This design comes from an exercise in tuning for small area, a short achievable clock period and few clock cycles per item on the open sky130 flow, not from production work. RTL that was checked went through simulation tests only; none was proved equivalent to the original. Only the layout flow was run in runs 1 and 3; the RTL was not checked for function there. Power figures rest on the tool's default switching activity, not on a simulated workload.

`design.v`:
```
package tbc_pkg;
   localparam int DataWidth   = 8;
   localparam int AddrWidth   = 8;
   localparam int MemDepth    = 1 << AddrWidth;
   localparam int NumRegs     = 5;
   localparam logic [AddrWidth-1:0] HaltPc = '1;
   localparam logic ReqWrite = 1'b0;
   localparam logic ReqExec  = 1'b1;
   localparam logic [DataWidth-1:0] OpNop = 8'h00;
   localparam logic [DataWidth-1:0] OpAdd = 8'h01;
   localparam logic [DataWidth-1:0] OpSub = 8'h02;
   localparam logic [DataWidth-1:0] OpJmp = 8'h03;
   localparam logic [DataWidth-1:0] OpBlt = 8'h04;
   localparam logic [DataWidth-1:0] OpLd  = 8'h05;
   localparam logic [DataWidth-1:0] OpSt  = 8'h06;
endpackage
module tbc_mem (
   input  logic        clock,
   input  logic        reset,
   input  logic        we,
   input  logic [7:0]  waddr,
   input  logic [7:0]  wdata,
   input  logic [23:0] row,
   input  logic [1:0]  rot,
   output logic [31:0] rdata
);
   logic [7:0]  mem_ff [256];
   logic [7:0]  wd;
   logic [15:0] wsel_hi;
   logic [15:0] wsel_lo;
   logic [7:0]  bank_q [4];
   assign wd = reset ? 8'h00 : wdata;
   always_comb begin
      wsel_hi = '0;
      wsel_lo = '0;
      wsel_hi[waddr[7:4]] = 1'b1;
      wsel_lo[waddr[3:0]] = we;
   end
   for (genvar i = 0; i < 256; i++) begin : g_byte
      always_ff @(posedge clock) begin
         if (reset || (wsel_hi[i / 16] && wsel_lo[i % 16])) begin
            mem_ff[i] <= wd;
         end
      end
   end
   for (genvar k = 0; k < 4; k++) begin : g_bank
      logic [63:0] rsel;
      always_comb begin
         rsel = '0;
         rsel[row[6*k +: 6]] = 1'b1;
      end
      for (genvar b = 0; b < 8; b++) begin : g_bit
         logic [63:0] col;
         for (genvar r = 0; r < 64; r++) begin : g_row
            assign col[r] = mem_ff[4*r + k][b];
         end
         assign bank_q[k][b] = |(col & rsel);
      end
   end
   for (genvar j = 0; j < 4; j++) begin : g_rot
      assign rdata[8*j +: 8] = bank_q[2'(rot + 2'(j))];
   end
endmodule
import tbc_pkg::*;
module tbc_exec (
   input  logic        clock,
   input  logic        reset,
   input  logic        req_valid,
   output logic        req_stall,
   input  logic        req_type,
   input  logic [7:0]  req_mem_addr,
   input  logic [7:0]  req_mem_data,
   output logic        rsp_valid,
   input  logic        rsp_stall,
   output logic [7:0]  pc,
   output logic [39:0] regs,
   output logic        err,
   output logic        mem_we,
   output logic [7:0]  mem_waddr,
   output logic [7:0]  mem_wdata,
   output logic [23:0] mem_row,
   output logic [1:0]  mem_rot,
   input  logic [31:0] mem_rdata
);
   logic [7:0]  pc_ff;
   logic [7:0]  reg_ff [5];
   logic        err_ff;
   logic        rsp_valid_ff;
   logic [31:0] ib_ff;
   logic        ib_valid_ff;
   logic        ld_ff;         
   logic        ld_wr_ff;      
   logic [2:0]  ld_dst_ff;
   logic        back;          
   logic        accept;
   logic        exec_go;
   logic        wr_go;
   logic        halted;
   logic [7:0]  op, b0, b1, b2;
   logic [7:0]  ra, rb;
   logic [7:0]  sum, diff;
   logic        lt;
   logic [7:0]  pc_inc1, pc_inc3, pc_inc4;
   logic        is_nop, is_add, is_sub, is_jmp, is_blt, is_ld, is_st, is_ill;
   logic        w_hit;
   logic        st_hit;
   logic [7:0]  w_off;
   logic [7:0]  st_off;
   function automatic logic [7:0] read_reg(input logic [7:0] idx,
                                           input logic [7:0] r0, input logic [7:0] r1,
                                           input logic [7:0] r2, input logic [7:0] r3,
                                           input logic [7:0] r4, input logic [7:0] p);
      logic [7:0] val;
      case (idx[2:0])
         3'd0:    val = r0;
         3'd1:    val = r1;
         3'd2:    val = r2;
         3'd3:    val = r3;
         3'd4:    val = r4;
         3'd5:    val = p;
         default: val = 8'h00;
      endcase
      read_reg = (idx[7:3] == 5'd0) ? val : 8'h00;
   endfunction
   assign halted    = (pc_ff == HaltPc);
   assign req_stall = ld_ff || (rsp_valid_ff && rsp_stall) || (req_type == ReqExec && !ib_valid_ff);
   assign accept    = req_valid && !req_stall;
   assign exec_go   = accept && (req_type == ReqExec) && !halted;
   assign wr_go     = accept && (req_type == ReqWrite);
   assign op = ib_ff[7:0];
   assign b0 = ib_ff[15:8];
   assign b1 = ib_ff[23:16];
   assign b2 = ib_ff[31:24];
   assign is_nop = (op == OpNop);
   assign is_add = (op == OpAdd);
   assign is_sub = (op == OpSub);
   assign is_jmp = (op == OpJmp);
   assign is_blt = (op == OpBlt);
   assign is_ld  = (op == OpLd);
   assign is_st  = (op == OpSt);
   assign is_ill = (op > OpSt);
   assign pc_inc1 = pc_ff + 8'd1;
   assign pc_inc3 = pc_ff + 8'd3;
   assign pc_inc4 = pc_ff + 8'd4;
   assign ra   = read_reg(b0, reg_ff[0], reg_ff[1], reg_ff[2], reg_ff[3], reg_ff[4], pc_ff);
   assign rb   = read_reg(b1, reg_ff[0], reg_ff[1], reg_ff[2], reg_ff[3], reg_ff[4], pc_ff);
   assign sum  = ra + rb;
   assign diff = ra - rb;
   assign lt   = (ra < rb);
   assign back = (b2 <= pc_ff);
   logic [6:0]  fsel;
   logic [23:0] f_rows [7];
   logic [1:0]  f_rot  [7];
   logic [7:0]  f_addr [7];
   assign f_addr[0] = pc_ff;
   assign f_addr[1] = pc_inc1;
   assign f_addr[2] = pc_inc3;
   assign f_addr[3] = pc_inc4;
   assign f_addr[4] = b0;
   assign f_addr[5] = b1;
   assign f_addr[6] = b2;
   for (genvar c = 0; c < 7; c++) begin : g_cand
      logic [5:0] r;
      logic [5:0] r1;
      assign r  = f_addr[c][7:2];
      assign r1 = f_addr[c][7:2] + 6'd1;
      assign f_rows[c] = {r,
                          (f_addr[c][1:0] == 2'd3) ? r1 : r,
                          (f_addr[c][1:0] >= 2'd2) ? r1 : r,
                          (f_addr[c][1:0] != 2'd0) ? r1 : r};
      assign f_rot[c]  = f_addr[c][1:0];
   end
   always_comb begin
      fsel = '0;
      if (!ib_valid_ff) begin
         fsel[0] = 1'b1;
      end else begin
         case (op[2:0])
            3'd0:    fsel[1] = 1'b1;    
            3'd6:    fsel[2] = 1'b1;    
            3'd3:    fsel[4] = 1'b1;    
            3'd5:    fsel[5] = 1'b1;    
            3'd4: begin                 
               fsel[6] = back;
               fsel[3] = !back;
            end
            default: fsel[3] = 1'b1;    
         endcase
      end
   end
   always_comb begin
      mem_row = '0;
      mem_rot = '0;
      for (int c = 0; c < 7; c++) begin
         mem_row = mem_row | ({24{fsel[c]}} & f_rows[c]);
         mem_rot = mem_rot | ({2{fsel[c]}} & f_rot[c]);
      end
   end
   always_comb begin
      if (wr_go) begin
         mem_we    = 1'b1;
         mem_waddr = req_mem_addr;
         mem_wdata = req_mem_data;
      end else begin
         mem_we    = exec_go && is_st;
         mem_waddr = b1;
         mem_wdata = ra;
      end
   end
   assign w_off  = req_mem_addr - pc_ff;
   assign w_hit  = (w_off < 8'd4);
   assign st_off = b1 - pc_inc3;
   assign st_hit = (st_off < 8'd4);
   always_ff @(posedge clock) begin
      if (reset) begin
         pc_ff        <= '0;
         for (int i = 0; i < 5; i++) reg_ff[i] <= '0;
         err_ff       <= 1'b0;
         rsp_valid_ff <= 1'b0;
         ib_valid_ff  <= 1'b0;
         ld_ff        <= 1'b0;
      end else begin
         ld_ff <= exec_go && is_ld;
         if (ld_ff && ld_wr_ff) begin
            reg_ff[ld_dst_ff] <= ib_ff[7:0];
         end
         if (accept) begin
            rsp_valid_ff <= !(exec_go && is_ld);
         end else if (ld_ff) begin
            rsp_valid_ff <= 1'b1;
         end else if (!rsp_stall) begin
            rsp_valid_ff <= 1'b0;
         end
         if (exec_go) begin
            ib_valid_ff <= !(is_ld || (is_blt && (lt != back)) || (is_st && st_hit));
         end else begin
            ib_valid_ff <= !(wr_go && w_hit);
         end
         if (exec_go) begin
            if ((is_add || is_sub) && b2 < 8'd5) begin
               reg_ff[b2[2:0]] <= is_add ? sum : diff;
            end
            if (is_ill) begin
               err_ff <= 1'b1;
            end
            if (is_nop) begin
               pc_ff <= pc_inc1;
            end else if (is_add || is_sub) begin
               pc_ff <= pc_inc4;
            end else if (is_jmp) begin
               pc_ff <= b0;
            end else if (is_blt) begin
               pc_ff <= lt ? b2 : pc_inc4;
            end else if (is_ld || is_st) begin
               pc_ff <= pc_inc3;
            end else begin
               pc_ff <= HaltPc;
            end
         end
      end
   end
   always_ff @(posedge clock) begin
      if (exec_go) begin
         ld_wr_ff  <= (b0 < 8'd5);
         ld_dst_ff <= b0[2:0];
      end
   end
   always_ff @(posedge clock) begin
      if (exec_go || !ib_valid_ff) begin
         ib_ff <= mem_rdata;
      end
   end
   assign rsp_valid = rsp_valid_ff;
   assign pc        = pc_ff;
   assign regs      = {reg_ff[4], reg_ff[3], reg_ff[2], reg_ff[1], reg_ff[0]};
   assign err       = err_ff;
endmodule
import tbc_pkg::*;
module tiny_byte_cpu_step (
   input  logic                            clock,
   input  logic                            reset,
   input  logic                            req_valid,
   output logic                            req_stall,
   input  logic                            req_type,
   input  logic [tbc_pkg::AddrWidth-1:0]   req_mem_addr,
   input  logic [tbc_pkg::DataWidth-1:0]   req_mem_data,
   output logic                            rsp_valid,
   input  logic                            rsp_stall,
   output logic [tbc_pkg::AddrWidth-1:0]   rsp_pc,
   output logic [tbc_pkg::DataWidth-1:0]   rsp_reg_a,
   output logic [tbc_pkg::DataWidth-1:0]   rsp_reg_b,
   output logic [tbc_pkg::DataWidth-1:0]   rsp_reg_c,
   output logic [tbc_pkg::DataWidth-1:0]   rsp_reg_d,
   output logic [tbc_pkg::DataWidth-1:0]   rsp_reg_e,
   output logic                            rsp_halted,
   output logic                            rsp_illegal_opcode
);
   logic        mem_we;
   logic [7:0]  mem_waddr;
   logic [7:0]  mem_wdata;
   logic [23:0] mem_row;
   logic [1:0]  mem_rot;
   logic [31:0] mem_rdata;
   logic [7:0]  pc;
   logic [39:0] regs;
   logic        err;
   tbc_mem u_mem (
      .clock (clock),
      .reset (reset),
      .we    (mem_we),
      .waddr (mem_waddr),
      .wdata (mem_wdata),
      .row   (mem_row),
      .rot   (mem_rot),
      .rdata (mem_rdata)
   );
   tbc_exec u_exec (
      .clock        (clock),
      .reset        (reset),
      .req_valid    (req_valid),
      .req_stall    (req_stall),
      .req_type     (req_type),
      .req_mem_addr (req_mem_addr),
      .req_mem_data (req_mem_data),
      .rsp_valid    (rsp_valid),
      .rsp_stall    (rsp_stall),
      .pc           (pc),
      .regs         (regs),
      .err          (err),
      .mem_we       (mem_we),
      .mem_waddr    (mem_waddr),
      .mem_wdata    (mem_wdata),
      .mem_row      (mem_row),
      .mem_rot      (mem_rot),
      .mem_rdata    (mem_rdata)
   );
   assign rsp_pc             = pc;
   assign rsp_reg_a          = regs[7:0];
   assign rsp_reg_b          = regs[15:8];
   assign rsp_reg_c          = regs[23:16];
   assign rsp_reg_d          = regs[31:24];
   assign rsp_reg_e          = regs[39:32];
   assign rsp_halted         = (pc == HaltPc);
   assign rsp_illegal_opcode = err;
endmodule
```
`run.sh`:
```
#!/bin/bash
# synth_recipe.tcl (not shown) runs the flow's synth.tcl, then flattens the netlist and writes it again
# the make line also repeats each setting of config.mk as NAME=value (left out here)
make -C /OpenROAD-flow-scripts/flow DESIGN_CONFIG=/design/flow/config.mk WORK_HOME=/design/flow/orfs CLKGATE_MAP_FILE= SYNTH_SCRIPT=/design/flow/synth_recipe.tcl finish
```
`config.mk`:
```
export PLATFORM = sky130hd
export DESIGN_NAME = tiny_byte_cpu_step
export DESIGN_NICKNAME = tiny_byte_cpu_step
export VERILOG_FILES = /design/flow/design.v
export SDC_FILE = /design/flow/constraint.sdc
export NUM_CORES = 4
export LEC_CHECK = 0
export CAP_MARGIN = 20
export CORE_MARGIN = 2
export CORE_UTILIZATION = 40
export SLEW_MARGIN = 20
```
`constraint.sdc`:
```
create_clock -name core_clock -period 6.5 [get_ports {clock}]
set_input_delay 1.3000 -clock core_clock [delete_from_list [all_inputs] [get_ports {clock}]]
set_output_delay 1.3000 -clock core_clock [all_outputs]
set_load 0.01 [all_outputs]
```
==> results of run 1 <==
[layout make-up]
cell class / count / area [um^2]
Antenna cell: 8 / 20.0
Inverter: 79 / 297
Fill cell: 20103 / 120000
Clock buffer: 270 / 5760
Clock inverter: 144 / 1440
Sequential cell: 2136 / 64000
Multi-Input combinational cell: 4020 / 28400
Tap cell: 3132 / 3920
Timing Repair Buffer: 1066 / 9290
[stage by stage]
stage          std cells  cell area (um^2)  hold slack [ns]  utilization (%)  worst slack (ns)
2_1_floorplan       6697             93700            0.491                -            -0.166
3_3_place_gp       10424            105000            0.588             45.3            -0.945
3_5_place_dp       10424            105000            0.580             45.3            -0.899
4_1_cts            10840            113000            0.590             48.4           0.00307
5_1_grt            10848            113000            0.636             48.6           -0.0314
6_report           10855            113000            0.594             48.6           -0.0381
[synth_stat cells, types with 61 or more instances]
cell type	instances	area, um^2
a221oi_1	96	841
buf_2	89	445
a31oi_1	109	682
a222oi_1	74	741
nor3_1	109	546
nor2_1	299	1120
mux2i_1	169	1690
a21o_1	288	2160
nand3_1	301	1510
clkbuf_1	315	1180
o211ai_1	80	601
edfxtp_1	2124	63800
nand2_1	471	1770
xnor2_1	85	744
a32oi_1	61	534
a21oi_1	237	1190
a22o_1	89	780
and3_1	153	957
o21ai_0	142	711
inv_1	74	278
mux2_2	77	867
nand4_1	81	507
a22oi_1	229	1720
ha_1	67	838
[routing by layer]
layer | global-route usage [%] | vias to the layer above
li1 | - | 28724
met1 | 47.0 | 36259
met2 | 49.2 | 5383
met3 | 8.01 | 887
met4 | 14.6 | 14
met5 | 0 | -
[power by group]
group	internal (uW)	switching, uW
Clock	7150	5660
Sequential	16600	574
Combinational	12900	24700
Total	36600	31000
[kinds of logic after synthesis]
logic type / count (synthesis)
xor+xnor: 130
compound gates: 1912
mux: 249
flops: 2136
buf+inv: 541
fa+ha+maj: 69
simple gates: 1660
[registers in the layout, indices dropped and copies added, names as in the netlist]
signal,flops
u_exec.reg_ff,40
u_exec.ld_ff,1
u_exec.ib_valid_ff,1
u_exec.ld_dst_ff,3
u_exec.pc_ff,8
u_exec.ib_ff,32
u_exec.rsp_valid_ff,1
u_mem.mem_ff,2048
u_exec.err_ff,1
u_exec.ld_wr_ff,1
[placed cells by master (no fill, tap or decap), drive strengths merged, types with 35 or more instances in the layout]
master / netlist / layout
edfxtp: 2124 / 2124
buf: 146 / 995
nand2: 472 / 472
nand3: 303 / 303
nor2: 301 / 301
a21o: 288 / 288
clkbuf: 316 / 270
a21oi: 238 / 238
a22oi: 229 / 229
mux2i: 169 / 169
o21ai: 155 / 155
and3: 153 / 153
nor3: 116 / 116
a31oi: 110 / 110
clkinv: 2 / 105
a221oi: 99 / 99
xnor2: 93 / 93
a22o: 89 / 89
inv: 77 / 85
nand4: 81 / 81
o211ai: 80 / 80
mux2: 77 / 77
a222oi: 74 / 74
clkdlybuf4s50: 0 / 71
ha: 67 / 67
nor4: 67 / 67
a32oi: 61 / 61
a211oi: 58 / 58
o22ai: 52 / 52
a2111oi: 41 / 41
xor2: 36 / 36
and2: 36 / 36
o31ai: 35 / 35
[what timing repair did]
item,4_1_cts,5_1_grt
hold buffers,0,0
setup buffers,2,7
pin swaps,1,19
endpoints found under the setup margin,32,32
gates resized for setup,22,77
[path summary, 6_finish.rpt]
path | endpoint | slack, ns | depth (start not counted)
setup / recovery | u_exec.ib_ff[8] | -0.04 | 24
hold / removal | u_exec.err_ff | 0.59 | 2
setup reg to reg | u_exec.ib_ff[8] | -0.04 | 24
hold reg to reg | u_exec.err_ff | 0.59 | 2
[worst min-delay path, cell delays in order (launching register included)]
cell     delay (ns)
dfxtp_1        0.37
a21oi_1        0.13
nor2_1         0.04
==> summary.md, run 1 <==
| Metric | Value |
|---|---|
| Post-Syn Area | 93,600 um^2 |
| WP data required | 7.16 ns |
| Final hold violation count | 0 |
| Synth Area in Simple Gates | 8.83% |
| Distinct cell type count after synthesis | 122 |
| Buf+Inv Stages, Crit Path | 5 |
| Compound-Gate Fraction of Synth Area | 15.4% |
| Area delta synth->final | 20.9% |
| Initial Util | 40.2% |
| Power consumption | 67,600 uW |
| Post-synth top flop | edfxtp_1 |
| Tmin final | 6.54 ns |
| Final setup vio count | 6 |
| Global route total overflow | 0 |
| Actual transition at the worst max-transition pin | 1.26 ns |
| # IOs | 73 |
| Crit path top cell by count | buf_4 |
| Max stage delay on crit path | 0.56 ns |
| Final #Nets | 7,614 |
| Post-synthesis async set-or-reset flop share | 0% |
| Setup_tns | -0.165 ns |
| Hold Crit Class | reg -> reg |
| Num Clock Sinks | 2,136 |
| CTS Buffer Depth | 3 |
| I/O Buffers | 72 |
| Clk slew on worst S/H paths | 0.06 ns |
| Row cnt | 177 |
| Reg2reg start | u_exec.ib_ff[9] |
| Routed len/inst | 37.5 um |
| Arrival time at the worst endpoint | 7.20 ns |
| Initial antenna violation count | 16 |
| Critical path class | reg -> reg |
| Blocking Checks | negative setup slack |
| Layout cells sized above 1 | 21.1% |
| Leakage | 0.0414 uW |
| Post-Synth XOR/XNOR Area | 1.31% |
| Mean Syn Cell Area | 14.0 um^2 |
| Post-Route M1 WL | 161 mm |
| Met3 WL | 49.3 mm |
| EDFF count, synth | 2,124 |
| Largest fanout on the critical path | 6 |
| Vias in the first global route | 67,041 |
| Die Wd | 488 um |
| Cells after Synth | 6,697 |
| Largest family of logic cells by synthesized area | compound AO/OA/AOI/OAI gates |
| CP Launch Type | flop |
| Chip height | 488 um |
| Hold_sp | u_exec.err_ff |
| Outcome | failed layout checks |
| Cells along the critical path | nand2_1 -> inv_1 -> ha_1 -> nor3b_1 -> a21oi_1 -> o221a_2 -> nand3_1 -> inv_1 -> ha_2 -> nand2_2 -> nor4_4 -> a211o_1 -> buf_4 -> nor3_2 -> buf_4 -> o2bb2ai_1 -> a32o_1 -> a221o_1 -> a2111oi_4 -> nand4_1 -> nor4_4 -> buf_4 -> a22oi_1 -> mux2_2 |
| Layout Skew | 0.0564 ns |
| First-pass DRT Iterations | 10 |
| Crit path launch | u_exec.ib_ff[9] |
| Post-synthesis register bit count | 2,136 |
| TritonCTS Buffers | 221 |
| Post-Syn Nets | 6,787 |
| # H-tree levels | 4 |
| CTS tree | done |
| Die area | 238,000 um^2 |
| Sequential area share after synthesis | 68.4% |
| Pin count of the biggest net entering global routing | 141 |
| Top routing layer in use | met5 |
| Vias per cell | 6.57 |
| Synth Area in Adders | 0.938% |
| Met2 Routed Length | 176 mm |
| Root Buffer | clkbuf_16 |
| Period utilisation layout | 101% |
| Mux cell area share after synthesis | 2.81% |
| Peak VDD IR | 0.000460 V |
| WL final | 407 mm |
| Pins Over Slew Limit | 0 |
| Max_cap viols | 0 |
| DRC Markers | 0 |
| Final ANT Viol Nets | 0 |
| Fmax | 153 MHz |
| Gpl congestion | 1.01 |
| Total number of vias | 71,267 |
| First-pass GRT wire length | 555 mm |
| Core Box Area | 233,000 um^2 |
| CP delay by family, top | compound AO/OA/AOI/OAI gates |
| Worst skew pair latency | 0.92 ns |
| PwrDens | 597 nW/um^2 |
| DRT iter0 DRCs | 12,798 |
| All-Layer GR Usage | 33.4% |
| Post-DP HPWL | 281 mm |
| Worst setup margin | -0.0381 ns |
| Worst path slowest cell | edfxtp_1 |
| CP Capture Type | flop |
| Relative slew margins | 16.2% |
| Yosys warnings | 7 |
==> run 2: changes to the inputs <==
--- a/design.v
+++ b/design.v
@@ -46,13 +46,28 @@
    for (genvar k = 0; k < 4; k++) begin : g_bank
-      logic [63:0] rsel;
+      logic [7:0] slo;
+      logic [7:0] shi;
       always_comb begin
-         rsel = '0;
-         rsel[row[6*k +: 6]] = 1'b1;
+         slo = '0;
+         shi = '0;
+         slo[row[6*k +: 3]] = 1'b1;
+         shi[row[6*k + 3 +: 3]] = 1'b1;
       end
       for (genvar b = 0; b < 8; b++) begin : g_bit
-         logic [63:0] col;
-         for (genvar r = 0; r < 64; r++) begin : g_row
-            assign col[r] = mem_ff[4*r + k][b];
+         logic [7:0] grp;
+         for (genvar g = 0; g < 8; g++) begin : g_grp
+            logic [7:0] col;
+            for (genvar r = 0; r < 8; r++) begin : g_row
+               assign col[r] = mem_ff[4*(8*g + r) + k][b];
+            end
+            tbc_sel8 u_sel (
+               .d (col),
+               .s (slo),
+               .y (grp[g])
+            );
          end
-         assign bank_q[k][b] = |(col & rsel);
+         tbc_sel8 u_selh (
+            .d (grp),
+            .s (shi),
+            .y (bank_q[k][b])
+         );
       end
@@ -63,2 +78,9 @@
 endmodule
+module tbc_sel8 (
+   input  logic [7:0] d,
+   input  logic [7:0] s,
+   output logic       y
+);
+   assign y = |(d & s);
+endmodule
 import tbc_pkg::*;
@@ -150,23 +172,45 @@
    assign back = (b2 <= pc_ff);
-   logic [6:0]  fsel;
-   logic [23:0] f_rows [7];
-   logic [1:0]  f_rot  [7];
-   logic [7:0]  f_addr [7];
-   assign f_addr[0] = pc_ff;
-   assign f_addr[1] = pc_inc1;
-   assign f_addr[2] = pc_inc3;
-   assign f_addr[3] = pc_inc4;
-   assign f_addr[4] = b0;
-   assign f_addr[5] = b1;
-   assign f_addr[6] = b2;
-   for (genvar c = 0; c < 7; c++) begin : g_cand
-      logic [5:0] r;
-      logic [5:0] r1;
-      assign r  = f_addr[c][7:2];
-      assign r1 = f_addr[c][7:2] + 6'd1;
-      assign f_rows[c] = {r,
-                          (f_addr[c][1:0] == 2'd3) ? r1 : r,
-                          (f_addr[c][1:0] >= 2'd2) ? r1 : r,
-                          (f_addr[c][1:0] != 2'd0) ? r1 : r};
-      assign f_rot[c]  = f_addr[c][1:0];
+   logic [6:0]  fsel;        
+   logic [5:0]  row_opt [9];  
+   logic [2:0]  pc_add [4];
+   assign row_opt[0] = pc_ff[7:2];
+   assign row_opt[1] = pc_ff[7:2] + 6'd1;
+   assign row_opt[2] = pc_ff[7:2] + 6'd2;
+   assign row_opt[3] = b0[7:2];
+   assign row_opt[4] = b0[7:2] + 6'd1;
+   assign row_opt[5] = b1[7:2];
+   assign row_opt[6] = b1[7:2] + 6'd1;
+   assign row_opt[7] = b2[7:2];
+   assign row_opt[8] = b2[7:2] + 6'd1;
+   assign pc_add[0] = {1'b0, pc_ff[1:0]};
+   assign pc_add[1] = {1'b0, pc_ff[1:0]} + 3'd1;
+   assign pc_add[2] = {1'b0, pc_ff[1:0]} + 3'd3;
+   assign pc_add[3] = {1'b0, pc_ff[1:0]} + 3'd4;
+   for (genvar k = 0; k < 4; k++) begin : g_row
+      logic [8:0] osel;
+      always_comb begin
+         osel = '0;
+         for (int c = 0; c < 4; c++) begin
+            if (fsel[c]) begin
+               osel[2'(pc_add[c][2]) + ((2'(k) < pc_add[c][1:0]) ? 2'd1 : 2'd0)] = 1'b1;
+            end
+         end
+         if (fsel[4]) osel[(2'(k) < b0[1:0]) ? 4 : 3] = 1'b1;
+         if (fsel[5]) osel[(2'(k) < b1[1:0]) ? 6 : 5] = 1'b1;
+         if (fsel[6]) osel[(2'(k) < b2[1:0]) ? 8 : 7] = 1'b1;
+      end
+      always_comb begin
+         mem_row[6*k +: 6] = '0;
+         for (int o = 0; o < 9; o++) begin
+            mem_row[6*k +: 6] = mem_row[6*k +: 6] | ({6{osel[o]}} & row_opt[o]);
+         end
+      end
+   end
+   always_comb begin
+      mem_rot = '0;
+      for (int c = 0; c < 4; c++) begin
+         mem_rot = mem_rot | ({2{fsel[c]}} & pc_add[c][1:0]);
+      end
+      mem_rot = mem_rot | ({2{fsel[4]}} & b0[1:0]) | ({2{fsel[5]}} & b1[1:0])
+                        | ({2{fsel[6]}} & b2[1:0]);
    end
@@ -189,10 +233,2 @@
       end
-   end
-   always_comb begin
-      mem_row = '0;
-      mem_rot = '0;
-      for (int c = 0; c < 7; c++) begin
-         mem_row = mem_row | ({24{fsel[c]}} & f_rows[c]);
-         mem_rot = mem_rot | ({2{fsel[c]}} & f_rot[c]);
-      end
    end
--- a/config.mk
+++ b/config.mk
@@ -9,3 +9,5 @@
 export CORE_MARGIN = 2
-export CORE_UTILIZATION = 40
+export CORE_UTILIZATION = 55
+export SETUP_SLACK_MARGIN = 1.5
 export SLEW_MARGIN = 20
+export SYNTH_HIERARCHICAL = 1
==> run 2 against run 1 <==
Now clean on timing, DRC and antenna. Register-to-register slack better by 1.0 ns. Final cell count down 27%. Hold slack worse by 0.10 ns. Synthesized area down 8.5%. Synthesized cell count down 22%. Clock skew up 0.012 ns. Wire length down 35%. Sequential share of layout area up 6.8 points.
==> summary.md, run 2 <==
| Metric | Value |
|---|---|
| Buf+Inv Stages, Crit Path | 6 (+1) |
| Max stage delay on crit path | 0.54 ns (-0.02 ns) |
| WL final | 265 mm (-35%) |
| Total number of vias | 54,620 (-23%) |
| R2R cell count | 21 (-13%) |
| Cells after Synth | 5,198 (-22%) |
| RSZ-0062 raised after global routing | yes |
| Outcome | timing/DRC/antenna clean |
| # IOs | 73 (unchanged) |
| Reg2reg start | u_exec.pc_ff[0] |
| Layout cells sized above 1 | 19.4% (-1.6 points) |
| # H-tree levels | 4 (unchanged) |
| Final setup vio count | 0 (-6) |
| Final Util | 65.5% (+17 points) |
| DRT iter0 DRCs | 6,654 (-48%) |
| Post-synthesis register bit count | 2,136 (unchanged) |
| Max_cap viols | 0 (unchanged) |
| Distinct cell type count after synthesis | 86 (-30%) |
| Chip height | 399 um (-18%) |
| Root Buffer | clkbuf_16 |
| All-Layer GR Usage | 32.6% (-0.82 points) |
| Clk slew on worst S/H paths | 0.07 ns (about the same) |
| PwrDens | 475 nW/um^2 (-21%) |
| Most frequent cells in the layout | edfxtp_1 (2,124), a22oi_1 (998), buf_4 (312) |
| Post-synth top flop | edfxtp_1 |
| Synth top cells by count | edfxtp_1 (2,124), a22oi_1 (1,161), nand4_1 (299), o21bai_1 (244), nor2_1 (153) |
| Pint | 30,000 uW (-18%) |
| Most common cell after layout, fill and taps aside | edfxtp_1 |
| Synth area leaders | edfxtp_1 (74%), a22oi_1 (10%), nand4_1 (2.2%) |
| Initial antenna violation count | 6 (-10) |
| EDFF count, synth | 2,124 (unchanged) |
| Final ANT Viol Nets | 0 (unchanged) |
| I/O Buffers | 72 (unchanged) |
| CP delay by family, top | compound AO/OA/AOI/OAI gates |
| Hold path cells | 2 (unchanged) |
| Row cnt | 144 (-19%) |
| CTS Buffer Depth | 3 (unchanged) |
| Routed len/inst | 33.3 um (-11%) |
| Post-Syn Area | 85,600 um^2 (-8.5%) |
| Layout Skew | 0.0683 ns (+0.0120 ns) |
| Top flop regs | u_mem.mem_ff (2048), u_exec.reg_ff (40), u_exec.ib_ff (32) |
| Sequential share of power | 36.7% (+11 points) |
| Worst path slowest cell | nand4_1 |
| Post-DP HPWL | 159 mm (-43%) |
| Worst skew pair latency | 0.86 ns (-0.06 ns) |
| First-pass DRT Iterations | 6 (-4) |
| Core Box Area | 154,000 um^2 (-34%) |
| Switching pwr | 18,000 uW (-42%) |
| Post-DP Area | 91,300 um^2 (-13%) |
| Pins Over Slew Limit | 0 (unchanged) |
| Fmax | 182 MHz (+19%) |
| Final instance area | 101,000 um^2 (-11%) |
| Final #Nets | 5,862 (-23%) |
| Tmin final | 5.51 ns (-1.03 ns) |
| Switching Share | 37.5% (-8.3 points) |
| Initial Util | 55.5% (+15 points) |
| Peak VDD IR | 0.000329 V (-28%) |
| Area share of the largest cell type after synthesis | 74.5% (+6.3 points) |
| Mean Syn Cell Area | 16.5 um^2 (+18%) |
| Clk network pwr share | 24.3% (+5.3 points) |
| Sequential area share after synthesis | 74.8% (+6.4 points) |
| Pin count of the biggest net entering global routing | 153 (+8.5%) |
| Most common cell in the netlist | edfxtp_1 |
| Crit path launch | u_exec.pc_ff[0] |
| Hold Buf Count CTS | 0 (unchanged) |
| Post-Syn Nets | 5,313 (-22%) |
| Largest fanout on the critical path | 8 (+2) |
| WP data required | 7.08 ns (-0.08 ns) |
| Hold_sp | u_exec.err_ff |
| Global route total overflow | 0 (unchanged) |
| Final hold violation count | 0 (unchanged) |
| Cells along the critical path | buf_8 -> ha_4 -> ha_4 -> inv_4 -> nor2_4 -> a221o_1 -> buf_6 -> a222oi_1 -> o211ai_1 -> a221o_2 -> buf_6 -> nand2b_4 -> nand2_4 -> and2_4 -> buf_12 -> a22oi_2 -> nand4_1 -> a22oi_2 -> nand4_1 -> buf_4 -> mux4_2 |
| Most flops, register | u_mem.mem_ff |
| Critical path class | reg -> reg |
| Arrival time at the worst endpoint | 6.08 ns (-1.12 ns) |
| Post-synthesis async set-or-reset flop share | 0% (unchanged) |
| Hold Crit Class | reg -> reg |
| Worst reg2reg path endpoint | u_exec.ib_ff[26] |
| WHS Endpoint | u_exec.err_ff |
| Synth area leader | edfxtp_1 |
| Post-place setup slack | 0.265 ns (+1.16 ns) |
| Die Wd | 399 um (-18%) |
| DRC Markers | 0 (unchanged) |
| Num Clock Sinks | 2,136 (unchanged) |
| CP Launch Type | flop |
| Max reg flops | 2,048 (unchanged) |
| TritonCTS Buffers | 210 (-5.0%) |
| Vias per cell | 6.86 (+4.5%) |
| Combinational share of power | 39.0% (-17 points) |
| CP Capture Type | flop |
| Leakage | 0.0341 uW (-18%) |
| Worst setup margin | 0.992 ns (+1.03 ns) |
| Gpl congestion | 0.992 (-2.2%) |
| Vias in the first global route | 51,822 (-23%) |
| Setup_tns | 0 ns (+0.165 ns) |
| Flop2flop setup slack | 0.99 ns (+1.03 ns) |
| CTS tree | done |
| Area delta synth->final | 18.0% |
| Yosys warnings | 13 (+6) |
| Die area | 159,000 um^2 (-33%) |
| First-pass GRT wire length | 374 mm (-33%) |
| Period utilisation layout | 84.7% (-16 points) |
| Actual transition at the worst max-transition pin | 1.18 ns (-0.0782 ns) |
| Relative slew margins | 21.4% (+5.2 points) |
-- run 2: changes by cell type in the layout (fill, tap and decap cells not counted), sizes merged, moves of 101 or more --
cell,before,now
nand2,472,112
and3,153,11
a21o,288,5
nand3,303,35
buf,995,398
nand4,81,299
nor2,301,157
a21oi,238,98
mux2i,169,21
a31oi,110,9
a22oi,229,1161
o21bai,15,244
-- run 2: worst max-delay path by stage --
stage                            end  slack [ns]  cells after the start
CTS                 u_exec.ib_ff[10]        1.10                     20
global route        u_exec.ib_ff[26]        1.00                     21
floorplan            u_exec.ib_ff[1]       -0.28                     18
finish              u_exec.ib_ff[26]        0.99                     21
detailed placement  u_exec.ib_ff[10]        0.26                     21
global placement    u_exec.ib_ff[10]        0.26                     22
-- run 2: logic make-up after synthesis --
family / Yosys count / share of synthesized area, %
flip-flops: 2136 / 74.8
AO/OA/AOI/OAI: 1782 / 15.4
AND/OR/NAND/NOR: 802 / 5.08
buffers and inverters: 228 / 1.09
adder cells (fa/ha/maj): 94 / 1.39
multiplexers: 86 / 1.57
XOR/XNOR: 70 / 0.716
-- run 2: final cells by class --
cell class	count	area, um^2
Clock buffer	269	5540
Tap cell	2044	2560
Clock inverter	107	1040
Antenna cell	5	12.5
Multi-Input combinational cell	2841	22600
Inverter	76	298
Sequential cell	2136	64000
Fill cell	10738	53300
Timing Repair Buffer	482	5010
-- run 2: per-stage QoR --
step                hold slack, ns  instances  total power [uW]
global placement             0.460       7451             33300
CTS                          0.487       7898             46500
global route                 0.549       7955             49400
detailed placement           0.468       7451             33400
floorplan                    0.424       5198             26100
finish                       0.494       7960             48000
-- run 2: routing by layer --
metal	wire length [um]	vias up	track usage, %
met5	0	-	0
met4	7750	0	9.42
met2	123000	2808	50.4
met3	23000	430	5.30
li1	-	23162	-
met1	111000	28220	48.2
-- run 2: worst register-to-register path, delay by kind of cell (launching register included) --
kind            cells  cell delay (ns)
fa+ha+maj           2             0.33
mux                 1             0.46
simple gates        6             1.08
flops               1             0.37
compound gates      6             1.99
buf+inv             6             1.01
-- run 2: power by group through the flow --
stage,Clock (uW),Sequential (uW),Combinational [uW]
2_1_floorplan,0,17600,8490
3_3_place_gp,0,17800,15400
3_5_place_dp,0,17900,15500
4_1_cts,11800,17600,17100
5_1_grt,12300,17700,19400
6_report,11600,17600,18700
-- run 2: repair_timing --
action,4_1_cts,5_1_grt
pin swaps,82,77
gates resized for setup,221,189
gates cloned,12,12
setup endpoints to repair,170,1050
hold endpoints to repair,0,0
buffers inserted,59,45
-- run 2: Yosys stat by module (local to each module, per instance) --
module              cells inside  area [um^2]
tbc_mem                     2685        66400
tbc_exec                    1070         8810
tbc_sel8                       5         36.3
tiny_byte_cpu_step             3         16.3
Testbench counts of run 2, summed over its fixed seeds: cycles 9,829, items 8,603.
==> run 3: changes to the inputs <==
--- a/design.v
+++ b/design.v
@@ -22,4 +22,5 @@
    input  logic [7:0]  wdata,
-   input  logic [23:0] row,
-   input  logic [1:0]  rot,
+   input  logic [31:0] slo,
+   input  logic [31:0] shi,
+   input  logic [3:0]  rot,
    output logic [31:0] rdata
@@ -46,10 +47,2 @@
    for (genvar k = 0; k < 4; k++) begin : g_bank
-      logic [7:0] slo;
-      logic [7:0] shi;
-      always_comb begin
-         slo = '0;
-         shi = '0;
-         slo[row[6*k +: 3]] = 1'b1;
-         shi[row[6*k + 3 +: 3]] = 1'b1;
-      end
       for (genvar b = 0; b < 8; b++) begin : g_bit
@@ -63,3 +56,3 @@
                .d (col),
-               .s (slo),
+               .s (slo[8*k +: 8]),
                .y (grp[g])
@@ -69,3 +62,3 @@
             .d (grp),
-            .s (shi),
+            .s (shi[8*k +: 8]),
             .y (bank_q[k][b])
@@ -75,3 +68,10 @@
    for (genvar j = 0; j < 4; j++) begin : g_rot
-      assign rdata[8*j +: 8] = bank_q[2'(rot + 2'(j))];
+      for (genvar b = 0; b < 8; b++) begin : g_bit
+         tbc_sel4 u_rot (
+            .d ({bank_q[(j + 3) % 4][b], bank_q[(j + 2) % 4][b],
+                 bank_q[(j + 1) % 4][b], bank_q[j][b]}),
+            .s (rot),
+            .y (rdata[8*j + b])
+         );
+      end
    end
@@ -85,2 +85,9 @@
 endmodule
+module tbc_sel4 (
+   input  logic [3:0] d,
+   input  logic [3:0] s,
+   output logic       y
+);
+   assign y = |(d & s);
+endmodule
 import tbc_pkg::*;
@@ -102,4 +109,5 @@
    output logic [7:0]  mem_wdata,
-   output logic [23:0] mem_row,
-   output logic [1:0]  mem_rot,
+   output logic [31:0] mem_slo,
+   output logic [31:0] mem_shi,
+   output logic [3:0]  mem_rot,
    input  logic [31:0] mem_rdata
@@ -173,13 +181,35 @@
    logic [6:0]  fsel;        
-   logic [5:0]  row_opt [9];  
+   logic [7:0]  lo_opt [9];   
+   logic [7:0]  hi_opt [9];   
    logic [2:0]  pc_add [4];
-   assign row_opt[0] = pc_ff[7:2];
-   assign row_opt[1] = pc_ff[7:2] + 6'd1;
-   assign row_opt[2] = pc_ff[7:2] + 6'd2;
-   assign row_opt[3] = b0[7:2];
-   assign row_opt[4] = b0[7:2] + 6'd1;
-   assign row_opt[5] = b1[7:2];
-   assign row_opt[6] = b1[7:2] + 6'd1;
-   assign row_opt[7] = b2[7:2];
-   assign row_opt[8] = b2[7:2] + 6'd1;
+   function automatic logic [7:0] onehot3(input logic [2:0] v);
+      onehot3 = 8'd1 << v;
+   endfunction
+   function automatic logic [31:0] rows_oh(input logic [5:0] r);
+      logic [7:0] lo;
+      logic [7:0] hi;
+      lo = onehot3(r[2:0]);
+      hi = onehot3(r[5:3]);
+      rows_oh[7:0]   = lo;
+      rows_oh[15:8]  = hi;
+      rows_oh[23:16] = {lo[6:0], lo[7]};
+      rows_oh[31:24] = lo[7] ? {hi[6:0], hi[7]} : hi;
+   endfunction
+   logic [31:0] p_oh, b0_oh, b1_oh, b2_oh;
+   logic [7:0]  p2_lo, p2_hi;
+   assign p_oh  = rows_oh(pc_ff[7:2]);
+   assign b0_oh = rows_oh(b0[7:2]);
+   assign b1_oh = rows_oh(b1[7:2]);
+   assign b2_oh = rows_oh(b2[7:2]);
+   assign p2_lo = {p_oh[5:0], p_oh[7:6]};
+   assign p2_hi = (p_oh[6] || p_oh[7]) ? {p_oh[14:8], p_oh[15]} : p_oh[15:8];
+   assign lo_opt[0] = p_oh[7:0];    assign hi_opt[0] = p_oh[15:8];
+   assign lo_opt[1] = p_oh[23:16];  assign hi_opt[1] = p_oh[31:24];
+   assign lo_opt[2] = p2_lo;        assign hi_opt[2] = p2_hi;
+   assign lo_opt[3] = b0_oh[7:0];   assign hi_opt[3] = b0_oh[15:8];
+   assign lo_opt[4] = b0_oh[23:16]; assign hi_opt[4] = b0_oh[31:24];
+   assign lo_opt[5] = b1_oh[7:0];   assign hi_opt[5] = b1_oh[15:8];
+   assign lo_opt[6] = b1_oh[23:16]; assign hi_opt[6] = b1_oh[31:24];
+   assign lo_opt[7] = b2_oh[7:0];   assign hi_opt[7] = b2_oh[15:8];
+   assign lo_opt[8] = b2_oh[23:16]; assign hi_opt[8] = b2_oh[31:24];
    assign pc_add[0] = {1'b0, pc_ff[1:0]};
@@ -202,5 +232,7 @@
       always_comb begin
-         mem_row[6*k +: 6] = '0;
+         mem_slo[8*k +: 8] = '0;
+         mem_shi[8*k +: 8] = '0;
          for (int o = 0; o < 9; o++) begin
-            mem_row[6*k +: 6] = mem_row[6*k +: 6] | ({6{osel[o]}} & row_opt[o]);
+            mem_slo[8*k +: 8] = mem_slo[8*k +: 8] | ({8{osel[o]}} & lo_opt[o]);
+            mem_shi[8*k +: 8] = mem_shi[8*k +: 8] | ({8{osel[o]}} & hi_opt[o]);
          end
@@ -208,10 +240,11 @@
    end
+   logic [1:0] f_lo;
    always_comb begin
-      mem_rot = '0;
+      f_lo = '0;
       for (int c = 0; c < 4; c++) begin
-         mem_rot = mem_rot | ({2{fsel[c]}} & pc_add[c][1:0]);
+         f_lo = f_lo | ({2{fsel[c]}} & pc_add[c][1:0]);
       end
-      mem_rot = mem_rot | ({2{fsel[4]}} & b0[1:0]) | ({2{fsel[5]}} & b1[1:0])
-                        | ({2{fsel[6]}} & b2[1:0]);
+      f_lo = f_lo | ({2{fsel[4]}} & b0[1:0]) | ({2{fsel[5]}} & b1[1:0]) | ({2{fsel[6]}} & b2[1:0]);
    end
+   assign mem_rot = 4'd1 << f_lo;
    always_comb begin
@@ -336,4 +369,5 @@
    logic [7:0]  mem_wdata;
-   logic [23:0] mem_row;
-   logic [1:0]  mem_rot;
+   logic [31:0] mem_slo;
+   logic [31:0] mem_shi;
+   logic [3:0]  mem_rot;
    logic [31:0] mem_rdata;
@@ -348,3 +382,4 @@
       .wdata (mem_wdata),
-      .row   (mem_row),
+      .slo   (mem_slo),
+      .shi   (mem_shi),
       .rot   (mem_rot),
@@ -368,3 +403,4 @@
       .mem_wdata    (mem_wdata),
-      .mem_row      (mem_row),
+      .mem_slo      (mem_slo),
+      .mem_shi      (mem_shi),
       .mem_rot      (mem_rot),
--- a/config.mk
+++ b/config.mk
@@ -10,2 +10,4 @@
 export CORE_UTILIZATION = 55
+export CTS_CLUSTER_DIAMETER = 80
+export CTS_CLUSTER_SIZE = 24
 export SETUP_SLACK_MARGIN = 1.5
==> run 3 against run 2 <==
Sequential share of layout area grew 1.9 points. Final cell count grew 1.1%. Largest power group is now registers. Die area grew 1.5%. Global-route usage grew 1.7 points. Combinational power shrank about 30%. Highest routed layer is now met5.
==> summary.md, run 3 <==
| Metric | Value |
|---|---|
| Outcome | timing/DRC/antenna clean |
| Hold_sp | u_exec.err_ff |
| Top flop regs | u_mem.mem_ff (2048), u_exec.reg_ff (40), u_exec.ib_ff (32) |
| Hold Buf Count CTS | 0 (unchanged) |
| PwrDens | 390 nW/um^2 (-18%) |
| Post-Syn Nets | 5,601 (+5.4%) |
| Mean Syn Cell Area | 15.8 um^2 (-4.3%) |
| All-Layer GR Usage | 34.3% (+1.7 points) |
| RSZ-0062 raised after global routing | yes |
| DRC Markers | 0 (unchanged) |
| Switching Share | 37.0% (-0.53 points) |
| Hold Crit Class | reg -> reg |
| Die area | 161,000 um^2 (+1.5%) |
| Switching pwr | 14,200 uW (-21%) |
| Root Buffer | clkbuf_16 |
| Worst hold slack | 0.539 ns (+0.0455 ns) |
| WP data required | 7.03 ns (-0.05 ns) |
| CP Capture Point | u_exec.ib_ff[6] |
| Final hold violation count | 0 (unchanged) |
| Levels on crit path | 17 (-19%) |
| TritonCTS Buffers | 109 (-48%) |
| Fmax | 198 MHz (+8.8%) |
| Post-Syn Area | 87,000 um^2 (+1.6%) |
| Die Wd | 402 um (+0.77%) |
| Synth area leader | edfxtp_1 |
| Post-synth top flop | edfxtp_1 |
| Vias in the first global route | 53,444 (+3.1%) |
| CTS Buffer Depth | 3 (unchanged) |
| Final setup vio count | 0 (unchanged) |
| Worst path slowest cell | a221o_4 |
| Gpl congestion | 1.00 (+0.88%) |
| Most common cell in the netlist | edfxtp_1 |
| Pin count of the biggest net entering global routing | 181 (+18%) |
| Layout Skew | 0.0517 ns (-0.0166 ns) |
| Vias per cell | 7.15 (+4.3%) |
| Row cnt | 145 (+0.69%) |
| CP Capture Type | flop |
| Core Box Area | 157,000 um^2 (+1.4%) |
| Peak VDD IR | 0.000297 V (-9.7%) |
| Most frequent cells in the layout | edfxtp_1 (2,124), a22oi_1 (1,197), buf_4 (338) |
| Worst reg2reg path endpoint | u_exec.ib_ff[6] |
| WL final | 287 mm (+8.1%) |
| Post-synthesis register bit count | 2,136 (unchanged) |
| Arrival time at the worst endpoint | 5.59 ns (-0.49 ns) |
| Routed len/inst | 35.6 um (+6.9%) |
| Leakage | 0.0331 uW (-3.0%) |
| Sequential area share after synthesis | 73.6% (-1.1 points) |
| CP delay by family, top | compound AO/OA/AOI/OAI gates |
| Synth top cells by count | edfxtp_1 (2,124), a22oi_1 (1,246), nand4_1 (301), nand2_1 (234), nor2_1 (186) |
| Total number of vias | 57,575 (+5.4%) |
| Max reg flops | 2,048 (unchanged) |
| Post-place setup slack | 0.298 ns (+0.0329 ns) |
| Clk network pwr share | 20.6% (-3.7 points) |
| DRT iter0 DRCs | 8,717 (+31%) |
| Period utilisation layout | 77.9% (-6.9 points) |
| Sequential share of power | 45.4% (+8.7 points) |
| Tmin final | 5.06 ns (-0.445 ns) |
| Num Clock Sinks | 2,136 (unchanged) |
| CP Launch Type | flop |
| Initial Util | 55.6% (+0.083 points) |
| Max stage delay on crit path | 0.54 ns (about the same) |
| Max_cap viols | 0 (unchanged) |
| Clk slew on worst S/H paths | 0.09 ns (+0.02 ns) |
| Worst skew pair latency | 0.80 ns (-0.06 ns) |
| Synth area leaders | edfxtp_1 (73%), a22oi_1 (11%), nand4_1 (2.2%) |
| Reg2reg start | u_exec.ib_ff[28] |
| I/O Buffers | 72 (unchanged) |
| Final #Nets | 6,019 (+2.7%) |
| Setup_tns | 0 ns (unchanged) |
| Buf+Inv Stages, Crit Path | 4 (-2) |
| Cells along the critical path | ha_1 -> o211ai_1 -> a21oi_1 -> o211ai_1 -> buf_4 -> buf_4 -> nand3_1 -> o221ai_4 -> a221o_4 -> buf_4 -> a22oi_1 -> nand4_1 -> a22oi_1 -> nand4_1 -> buf_4 -> a22oi_1 -> nand2_1 |
| Final ANT Viol Nets | 0 (unchanged) |
| Crit path top cell by count | buf_4 |
| Largest fanout on the critical path | 16 (+8) |
| Relative slew margins | 13.3% (-8.1 points) |
| Most flops, register | u_mem.mem_ff |
| Flop2flop setup slack | 1.44 ns (+0.45 ns) |
| # H-tree levels | 3 (-1) |
| Post-DP HPWL | 184 mm (+15%) |
| Cells after Synth | 5,517 (+6.1%) |
| EDFF count, synth | 2,124 (unchanged) |
| Pint | 24,100 uW (-20%) |
| R2R cell count | 17 (-19%) |
| First-pass GRT wire length | 396 mm (+6.1%) |
| Combinational share of power | 34.0% (-5.0 points) |
| Post-synthesis async set-or-reset flop share | 0% (unchanged) |
| Critical path class | reg -> reg |
| # IOs | 73 (unchanged) |
| Worst setup margin | 1.44 ns (+0.445 ns) |
| Area delta synth->final | 12.8% |
| Layout cells sized above 1 | 14.5% (-4.9 points) |
| Crit path launch | u_exec.ib_ff[28] |
| Initial antenna violation count | 12 (+6) |
| Distinct cell type count after synthesis | 104 (+21%) |
| Chip height | 402 um (+0.77%) |
| Fillers | 11,524 (+7.3%) |
| Area share of the largest cell type after synthesis | 73.3% (-1.1 points) |
| CTS tree | done |
| Most common cell after layout, fill and taps aside | edfxtp_1 |
| Global route total overflow | 0 (unchanged) |
| Pins Over Slew Limit | 0 (unchanged) |
| Actual transition at the worst max-transition pin | 1.30 ns (+0.121 ns) |
| First-pass DRT Iterations | 6 (unchanged) |
| Yosys warnings | 14 (+1) |
| Final Util | 62.7% (-2.8 points) |
-- run 3: changes by cell type in the layout (fill, tap and decap cells not counted), sizes merged, moves of 31 or more --
cell    before   now
clkbuf     277   117
nand2      112   235
a22oi     1161  1248
a21o         5    91
o21bai     244   175
clkinv      84    24
mux4        36     3
ha          92    61
-- run 3: power by group through the flow --
stage / combinational (uW) / clock [uW] / sequential [uW]
final: 13000 / 7900 / 17400
after global routing: 13400 / 8390 / 17500
after CTS: 12100 / 7950 / 17400
after detailed placement: 11500 / 0 / 17800
after global placement: 11400 / 0 / 17700
after floorplan: 6300 / 0 / 17400
-- run 3: cells by family after synthesis --
logic type	share of synthesized area, %
flops	73.6
compound gates	17.1
simple gates	5.99
buf+inv	1.17
fa+ha+maj	0.947
mux	0.729
xor+xnor	0.419
-- run 3: per-layer routing --
layer / GRT usage [%] / wire (um)
met1: 50.3 / 116000
met2: 52.0 / 128000
met4: 11.0 / 10800
met3: 6.73 / 32200
met5: 0 / 72
-- run 3: what timing repair did --
action                     4_1_cts  5_1_grt
setup endpoints to repair      793      428
buffers inserted                57       33
gates resized for setup         76      117
pin swaps                       33       31
cloned                           7        6
-- run 3: how the worst min path moves through the flow --
| stage | to | slack [ns] | cells after the start |
|---|---|---|---|
| floorplan | u_exec.ld_dst_ff[0] | 0.42 | 0 |
| global placement | u_exec.err_ff | 0.51 | 2 |
| detailed placement | u_exec.err_ff | 0.53 | 2 |
| CTS | u_exec.err_ff | 0.55 | 2 |
| global route | u_exec.err_ff | 0.58 | 2 |
| finish | u_exec.err_ff | 0.54 | 2 |
-- run 3: through the flow --
stage | cells | total power, uW | cell area, um^2
2_1_floorplan | 5517 | 23700 | 87000
3_3_place_gp | 7772 | 29200 | 92700
3_5_place_dp | 7776 | 29200 | 92800
4_1_cts | 8000 | 37400 | 97200
5_1_grt | 8042 | 39300 | 98100
6_report | 8048 | 38300 | 98100
-- run 3: modules after synthesis (local to each module, per instance) --
module / flip-flops and latches / times used / area [um^2] / cells
tiny_byte_cpu_step: 0 / 1 / 16.3 / 3
tbc_sel4: 0 / 32 / 18.8 / 3
tbc_mem: 2048 / 1 / 64800 / 2522
tbc_exec: 88 / 1 / 11100 / 1456
tbc_sel8: 0 / 288 / 36.3 / 5
-- run 3: layout make-up --
class	count	area, um^2	share of cell area (%)
antenna	6	15.0	0.0153
tap	2058	2570	2.62
timing repair buffer	472	4490	4.57
inverter	62	251	0.256
clock buffer	116	2790	2.84
clock inverter	44	661	0.673
sequential	2136	64000	65.2
multi-input combinational	3154	23300	23.8
-- run 3: worst register-to-register path: cells and delay by family, from the launching register on --
family	cells	cell delay, ns
adders and majority gates	1	0.39
and+or+nand+nor	4	0.80
DFF	1	0.53
AOI/OAI and AO/OA	8	2.31
buffers and inverters	4	0.79
==> run 4: changes to the inputs <==
--- a/design.v
+++ b/design.v
@@ -19,5 +19,9 @@
    input  logic        reset,
-   input  logic        we,
-   input  logic [7:0]  waddr,
-   input  logic [7:0]  wdata,
+   input  logic        req_we,     
+   input  logic [7:0]  req_addr,
+   input  logic [7:0]  req_data,
+   input  logic        st_we,      
+   input  logic [7:0]  st_addr,
+   input  logic [7:0]  st_data,
+   input  logic        use_st,     
    input  logic [31:0] slo,
@@ -32,8 +36,9 @@
    logic [7:0]  bank_q [4];
-   assign wd = reset ? 8'h00 : wdata;
+   assign wd = reset ? 8'h00 : (use_st ? st_data : req_data);
    always_comb begin
-      wsel_hi = '0;
-      wsel_lo = '0;
-      wsel_hi[waddr[7:4]] = 1'b1;
-      wsel_lo[waddr[3:0]] = we;
+      for (int j = 0; j < 16; j++) begin
+         wsel_lo[j] = reset || (req_we && req_addr[3:0] == 4'(j))
+                            || (st_we && st_addr[3:0] == 4'(j));
+         wsel_hi[j] = reset || (use_st ? (st_addr[7:4] == 4'(j)) : (req_addr[7:4] == 4'(j)));
+      end
    end
@@ -41,3 +46,3 @@
       always_ff @(posedge clock) begin
-         if (reset || (wsel_hi[i / 16] && wsel_lo[i % 16])) begin
+         if (wsel_hi[i / 16] && wsel_lo[i % 16]) begin
             mem_ff[i] <= wd;
@@ -106,5 +111,6 @@
    output logic        err,
-   output logic        mem_we,
-   output logic [7:0]  mem_waddr,
-   output logic [7:0]  mem_wdata,
+   output logic        mem_req_we,
+   output logic        mem_st_we,
+   output logic [7:0]  mem_st_addr,
+   output logic [7:0]  mem_st_data,
    output logic [31:0] mem_slo,
@@ -180,3 +186,5 @@
    assign back = (b2 <= pc_ff);
-   logic [6:0]  fsel;        
+   assign take = ib_valid_ff && op[2:0] == 3'd4 && back;
+   logic [5:0]  fsel;        
+   logic        take;        
    logic [7:0]  lo_opt [9];   
@@ -219,3 +227,3 @@
    for (genvar k = 0; k < 4; k++) begin : g_row
-      logic [8:0] osel;
+      logic [6:0] osel;
       always_comb begin
@@ -229,12 +237,14 @@
          if (fsel[5]) osel[(2'(k) < b1[1:0]) ? 6 : 5] = 1'b1;
-         if (fsel[6]) osel[(2'(k) < b2[1:0]) ? 8 : 7] = 1'b1;
       end
+      logic [7:0] slo_n, shi_n;
       always_comb begin
-         mem_slo[8*k +: 8] = '0;
-         mem_shi[8*k +: 8] = '0;
-         for (int o = 0; o < 9; o++) begin
-            mem_slo[8*k +: 8] = mem_slo[8*k +: 8] | ({8{osel[o]}} & lo_opt[o]);
-            mem_shi[8*k +: 8] = mem_shi[8*k +: 8] | ({8{osel[o]}} & hi_opt[o]);
+         slo_n = '0;
+         shi_n = '0;
+         for (int o = 0; o < 7; o++) begin
+            slo_n = slo_n | ({8{osel[o]}} & lo_opt[o]);
+            shi_n = shi_n | ({8{osel[o]}} & hi_opt[o]);
          end
       end
+      assign mem_slo[8*k +: 8] = take ? ((2'(k) < b2[1:0]) ? lo_opt[8] : lo_opt[7]) : slo_n;
+      assign mem_shi[8*k +: 8] = take ? ((2'(k) < b2[1:0]) ? hi_opt[8] : hi_opt[7]) : shi_n;
    end
@@ -246,5 +256,5 @@
       end
-      f_lo = f_lo | ({2{fsel[4]}} & b0[1:0]) | ({2{fsel[5]}} & b1[1:0]) | ({2{fsel[6]}} & b2[1:0]);
+      f_lo = f_lo | ({2{fsel[4]}} & b0[1:0]) | ({2{fsel[5]}} & b1[1:0]);
    end
-   assign mem_rot = 4'd1 << f_lo;
+   assign mem_rot = 4'd1 << (take ? b2[1:0] : f_lo);
    always_comb begin
@@ -259,6 +269,2 @@
             3'd5:    fsel[5] = 1'b1;    
-            3'd4: begin                 
-               fsel[6] = back;
-               fsel[3] = !back;
-            end
             default: fsel[3] = 1'b1;    
@@ -267,13 +273,6 @@
    end
-   always_comb begin
-      if (wr_go) begin
-         mem_we    = 1'b1;
-         mem_waddr = req_mem_addr;
-         mem_wdata = req_mem_data;
-      end else begin
-         mem_we    = exec_go && is_st;
-         mem_waddr = b1;
-         mem_wdata = ra;
-      end
-   end
+   assign mem_req_we = wr_go;
+   assign mem_st_we  = exec_go && is_st;
+   assign mem_st_addr = b1;
+   assign mem_st_data = ra;
    assign w_off  = req_mem_addr - pc_ff;
@@ -366,5 +365,6 @@
 );
-   logic        mem_we;
-   logic [7:0]  mem_waddr;
-   logic [7:0]  mem_wdata;
+   logic        mem_req_we;
+   logic        mem_st_we;
+   logic [7:0]  mem_st_addr;
+   logic [7:0]  mem_st_data;
    logic [31:0] mem_slo;
@@ -379,5 +379,9 @@
       .reset (reset),
-      .we    (mem_we),
-      .waddr (mem_waddr),
-      .wdata (mem_wdata),
+      .req_we   (mem_req_we),
+      .req_addr (req_mem_addr),
+      .req_data (req_mem_data),
+      .st_we    (mem_st_we),
+      .st_addr  (mem_st_addr),
+      .st_data  (mem_st_data),
+      .use_st   (req_type),
       .slo   (mem_slo),
@@ -400,5 +404,6 @@
       .err          (err),
-      .mem_we       (mem_we),
-      .mem_waddr    (mem_waddr),
-      .mem_wdata    (mem_wdata),
+      .mem_req_we   (mem_req_we),
+      .mem_st_we    (mem_st_we),
+      .mem_st_addr  (mem_st_addr),
+      .mem_st_data  (mem_st_data),
       .mem_slo      (mem_slo),
--- a/config.mk
+++ b/config.mk
@@ -12,3 +12,3 @@
 export CTS_CLUSTER_SIZE = 24
-export SETUP_SLACK_MARGIN = 1.5
+export SETUP_SLACK_MARGIN = 2.5
 export SLEW_MARGIN = 20
==> run 4 against run 3 <==
Largest power group unchanged. Combinational power is 22% higher. Global-route usage increased by 0.40 points. Clock skew is 0.0034 ns higher. Sequential power down 2%. Flip-flop and latch count is the same. Power increased by 5.3%. Core utilization rose by 2.4 points. First-iteration DRC count grew 0.80%. Final cell count increased by 1.8%. Synthesized area decreased by 0.96%.
==> summary.md, run 4 <==
| Metric | Value |
|---|---|
| Outcome | timing/DRC/antenna clean |
| Sequential area share after synthesis | 74.3% (+0.71 points) |
| Layout cells sized above 1 | 22.7% (+8.2 points) |
| RSZ-0062 raised after global routing | yes |
| # H-tree levels | 3 (unchanged) |
| Placed cells | 7,840 (+0.82%) |
| First-pass DRT Iterations | 7 (+1) |
| Period utilisation layout | 72.8% (-5.1 points) |
| Leakage | 0.0333 uW (+0.47%) |
| Final #Nets | 6,168 (+2.5%) |
| Synth Area in Adders | 0.851% (-0.095 points) |
| Yosys warnings | 14 (unchanged) |
| Final ANT Viol Nets | 0 (unchanged) |
| Post-Syn Nets | 5,545 (-1.0%) |
| Layout Skew | 0.0552 ns (+0.00344 ns) |
| Clk slew on worst S/H paths | 0.10 ns (about the same) |
| Top flop regs | u_mem.mem_ff (2048), u_exec.reg_ff (40), u_exec.ib_ff (32) |
| Worst skew pair latency | 0.79 ns (about the same) |
| Die area | 160,000 um^2 (-0.95%) |
| Max stage delay on crit path | 0.45 ns (-0.09 ns) |
| Peak VDD IR | 0.000283 V (-4.8%) |
| Root Buffer | clkbuf_16 |
| Mux cell area share after synthesis | 0.893% (+0.16 points) |
| CP Launch Type | flop |
| Post-synth top flop | edfxtp_1 |
| Post-synthesis async set-or-reset flop share | 0% (unchanged) |
| Post-DP HPWL | 174 mm (-5.6%) |
| Final instance area | 101,000 um^2 (+3.4%) |
| Post-DP Area | 93,100 um^2 (+0.31%) |
| EDFF count, synth | 2,124 (unchanged) |
| Worst setup margin | 1.77 ns (+0.333 ns) |
| Num Clock Sinks | 2,136 (unchanged) |
| Fillers | 11,031 (-4.3%) |
| Most common cell in the netlist | edfxtp_1 |
| All-Layer GR Usage | 34.7% (+0.40 points) |
| Initial Util | 55.3% (-0.28 points) |
| Initial antenna violation count | 8 (-4) |
| I/O Buffers | 72 (unchanged) |
| # IOs | 73 (unchanged) |
| CTS Buffer Depth | 3 (unchanged) |
| FF+latch area | 64,000 um^2 (about the same) |
| WL final | 287 mm (+0.19%) |
| Largest family of logic cells by synthesized area | compound AO/OA/AOI/OAI gates |
| Synth Area in Simple Gates | 5.57% (-0.42 points) |
| Max_cap viols | 0 (unchanged) |
| Setup_tns | 0 ns (unchanged) |
| Relative slew margins | 17.5% (+4.3 points) |
| First-pass GRT wire length | 398 mm (+0.42%) |
| Most frequent cells in the layout | edfxtp_1 (2,124), a22oi_1 (1,001), buf_4 (452) |
| PwrDens | 397 nW/um^2 (+1.8%) |
| Pin count of the biggest net entering global routing | 157 (-13%) |
| Post-place setup slack | 0.671 ns (+0.374 ns) |
| DRC Markers | 0 (unchanged) |
| Chip height | 400 um (-0.48%) |
| Gpl congestion | 1.03 (+2.6%) |
| Worst path slowest cell | a22oi_2 |
| Distinct cell type count after synthesis | 92 (-12%) |
| Multi-input gate area | 24,200 um^2 (+3.5%) |
| WP data required | 6.99 ns (-0.04 ns) |
| Post-Synth XOR/XNOR Area | 0.385% (-0.034 points) |
| Post-Syn Area | 86,100 um^2 (-0.96%) |
| Hold Crit Class | reg -> reg |
| Most flops, register | u_mem.mem_ff |
| CTS tree | done |
| Routed len/inst | 35.1 um (-1.6%) |
| Compound-Gate Fraction of Synth Area | 16.6% (-0.50 points) |
| Core Box Area | 156,000 um^2 (-0.46%) |
| Area delta synth->final | 17.8% |
| Area share of the largest cell type after synthesis | 74.0% (+0.71 points) |
| Fmax | 211 MHz (+7.0%) |
| Vias per cell | 7.08 (-0.98%) |
| Post-synthesis register bit count | 2,136 (unchanged) |
| Final setup vio count | 0 (unchanged) |
| Arrival time at the worst endpoint | 5.22 ns (-0.37 ns) |
| Actual transition at the worst max-transition pin | 1.24 ns (-0.0625 ns) |
| Most common cell after layout, fill and taps aside | edfxtp_1 |
| Die Wd | 400 um (-0.48%) |
| Worst hold slack | 0.593 ns (+0.0537 ns) |
| TritonCTS Buffers | 105 (-3.7%) |
| Max reg flops | 2,048 (unchanged) |
| Row cnt | 145 (unchanged) |
| Pins Over Slew Limit | 0 (unchanged) |
| Global route total overflow | 0 (unchanged) |
| Post-Layout Cell Count | 8,196 (+1.8%) |
| Total number of vias | 58,061 (+0.84%) |
| Synth area leader | edfxtp_1 |
| Synth area leaders | edfxtp_1 (74%), a22oi_1 (11%), nand4_1 (2.1%) |
| CP Capture Type | flop |
| Vias in the first global route | 54,151 (+1.3%) |
| Tmin final | 4.73 ns (-0.333 ns) |
| Critical path class | reg -> reg |
| Crit path top cell by count | buf_6 |
| Final hold violation count | 0 (unchanged) |
| Cells along the critical path | buf_6 -> buf_6 -> ha_4 -> ha_4 -> nor3b_1 -> a31oi_1 -> nor2_1 -> mux2i_1 -> buf_6 -> o21ai_1 -> a211oi_2 -> o221ai_2 -> nand2_2 -> o31ai_4 -> buf_6 -> buf_8 -> a22oi_2 -> nand4_1 -> a22oi_2 -> nand4_1 -> buf_6 -> a22oi_2 -> nand2_1 |
| Largest fanout on the critical path | 12 (-4) |
| Cells after Synth | 5,466 (-0.92%) |
| Mean Syn Cell Area | 15.8 um^2 (about the same) |
| Synth top cells by count | edfxtp_1 (2,124), a22oi_1 (1,260), nand4_1 (296), o21ai_0 (226), nor2_1 (203) |
| DRT iter0 DRCs | 8,787 (+0.80%) |
-- run 4: cell types whose count changed in the layout (fill, tap and decap cells not counted), sizes merged, moves of 45 or more --
cell,change
buf,+216
o21bai,-172
o21ai,+147
a21oi,+132
a21o,-84
nand2,-45
-- run 4: area by class of cell --
class                      count  share of cell area (%)
timing repair buffer         702                    7.20
sequential                  2136                    63.1
clock buffer                 119                    2.64
inverter                      53                   0.252
multi-input combinational   3091                    23.8
clock inverter                36                   0.438
antenna                        1                 0.00247
tap                         2058                    2.54
-- run 4: critical path, delay by kind of cell (launching register included) --
kind                       cells  cell delay (ns)
and+or+nand+nor                6             0.91
adders and majority gates      2             0.31
muxes                          1             0.26
AOI/OAI and AO/OA              8             1.53
buffers and inverters          6             1.00
DFF                            1             0.38
-- run 4: final timing paths --
path | slack (ns) | end | cells after the start | start
hold / removal | 0.59 | u_exec.err_ff | 2 | u_exec.err_ff
hold reg to reg | 0.59 | u_exec.err_ff | 2 | u_exec.err_ff
setup reg to reg | 1.77 | u_exec.ib_ff[3] | 23 | u_exec.pc_ff[1]
setup / recovery | 1.77 | u_exec.ib_ff[3] | 23 | u_exec.pc_ff[1]
-- run 4: cell families (layout without fill, tap and decap cells) --
kind of cell	count (synthesis)	count (layout)
DFF	2136	2136
buffers and inverters	243	910
other	0	1
adders and majority gates	58	58
and+or+nand+nor	912	913
AOI/OAI and AO/OA	2013	2016
xor gates and xnor gates	37	37
muxes	67	67
-- run 4: layer usage --
layer	wire, um	GRT usage, %	vias up
li1	-	-	24346
met1	118000	51.4	29659
met2	128000	52.0	3533
met3	29900	6.64	515
met4	11100	11.3	8
met5	57	0	-
-- run 4: power breakdown --
group / internal [uW] / leakage (uW) / switching [uW]
Sequential: 16500 / 0.0215 / 434
Combinational: 5240 / 0.0103 / 10700
Clock: 3180 / 0.00151 / 4260
-- run 4: repair_timing --
action,in CTS,in global routing
endpoints found under the setup margin,2534,1236
setup buffers,123,34
pin swaps,113,154
resized for setup,389,257
gates cloned,22,16
hold buffers,0,0
-- run 4: modules after synthesis, one instance, submodules excluded --
| module | cell area, um^2 | flops+latches | cells | copies in the design |
|---|---|---|---|---|
| tbc_exec | 11000 | 88 | 1475 | 1 |
| tbc_mem | 64100 | 2048 | 2452 | 1 |
| tbc_sel4 | 18.8 | 0 | 3 | 32 |
| tbc_sel8 | 36.3 | 0 | 5 | 288 |
| tiny_byte_cpu_step | 16.3 | 0 | 3 | 1 |
-- run 4: stage by stage --
stage	util [%]	power, uW
after floorplan	-	23900
after global placement	59.7	29800
after detailed placement	59.7	29800
after CTS	63.9	38700
after global routing	65.1	41300
final	65.1	40300
Testbench counts of run 4, summed over its fixed seeds: cycles 9,829, items 8,603.

[what the ideal ports hide]
Ports are ideal in the flow. The routed layouts listed here were re-timed in OpenROAD.
Step 1 assumes that a clkbuf_16 drives the clock port and a buf_2 every other input.
Step 2 times the ports against the registers' clock, not the clock port: input delays grow and output delays shrink by t, the midpoint of the rising clock arrivals with the driver on.
Slacks: ideal / step 1 / step 2; pairs: ideal / step 1.
run	t, ns	setup WS [ns]	worst setup path at the end	clock arrival spread, ns	worst register clock-pin slew, ns
run 1	0.993	-0.038 / -0.038 / -0.038	register to register	0.072 / 0.072	0.07 / 0.07
run 2	0.911	0.992 / 0.992 / 0.827	input to register	0.072 / 0.071	0.07 / 0.07
run 3	0.861	1.438 / 1.438 / 0.681	input to register	0.052 / 0.052	0.10 / 0.10
run 4	0.841	1.770 / 1.770 / 1.758	input to register	0.055 / 0.056	0.10 / 0.10
The setup slack of run 3, which loses most, moves by 0.000 ns with the drivers and by -0.757 ns with both steps.
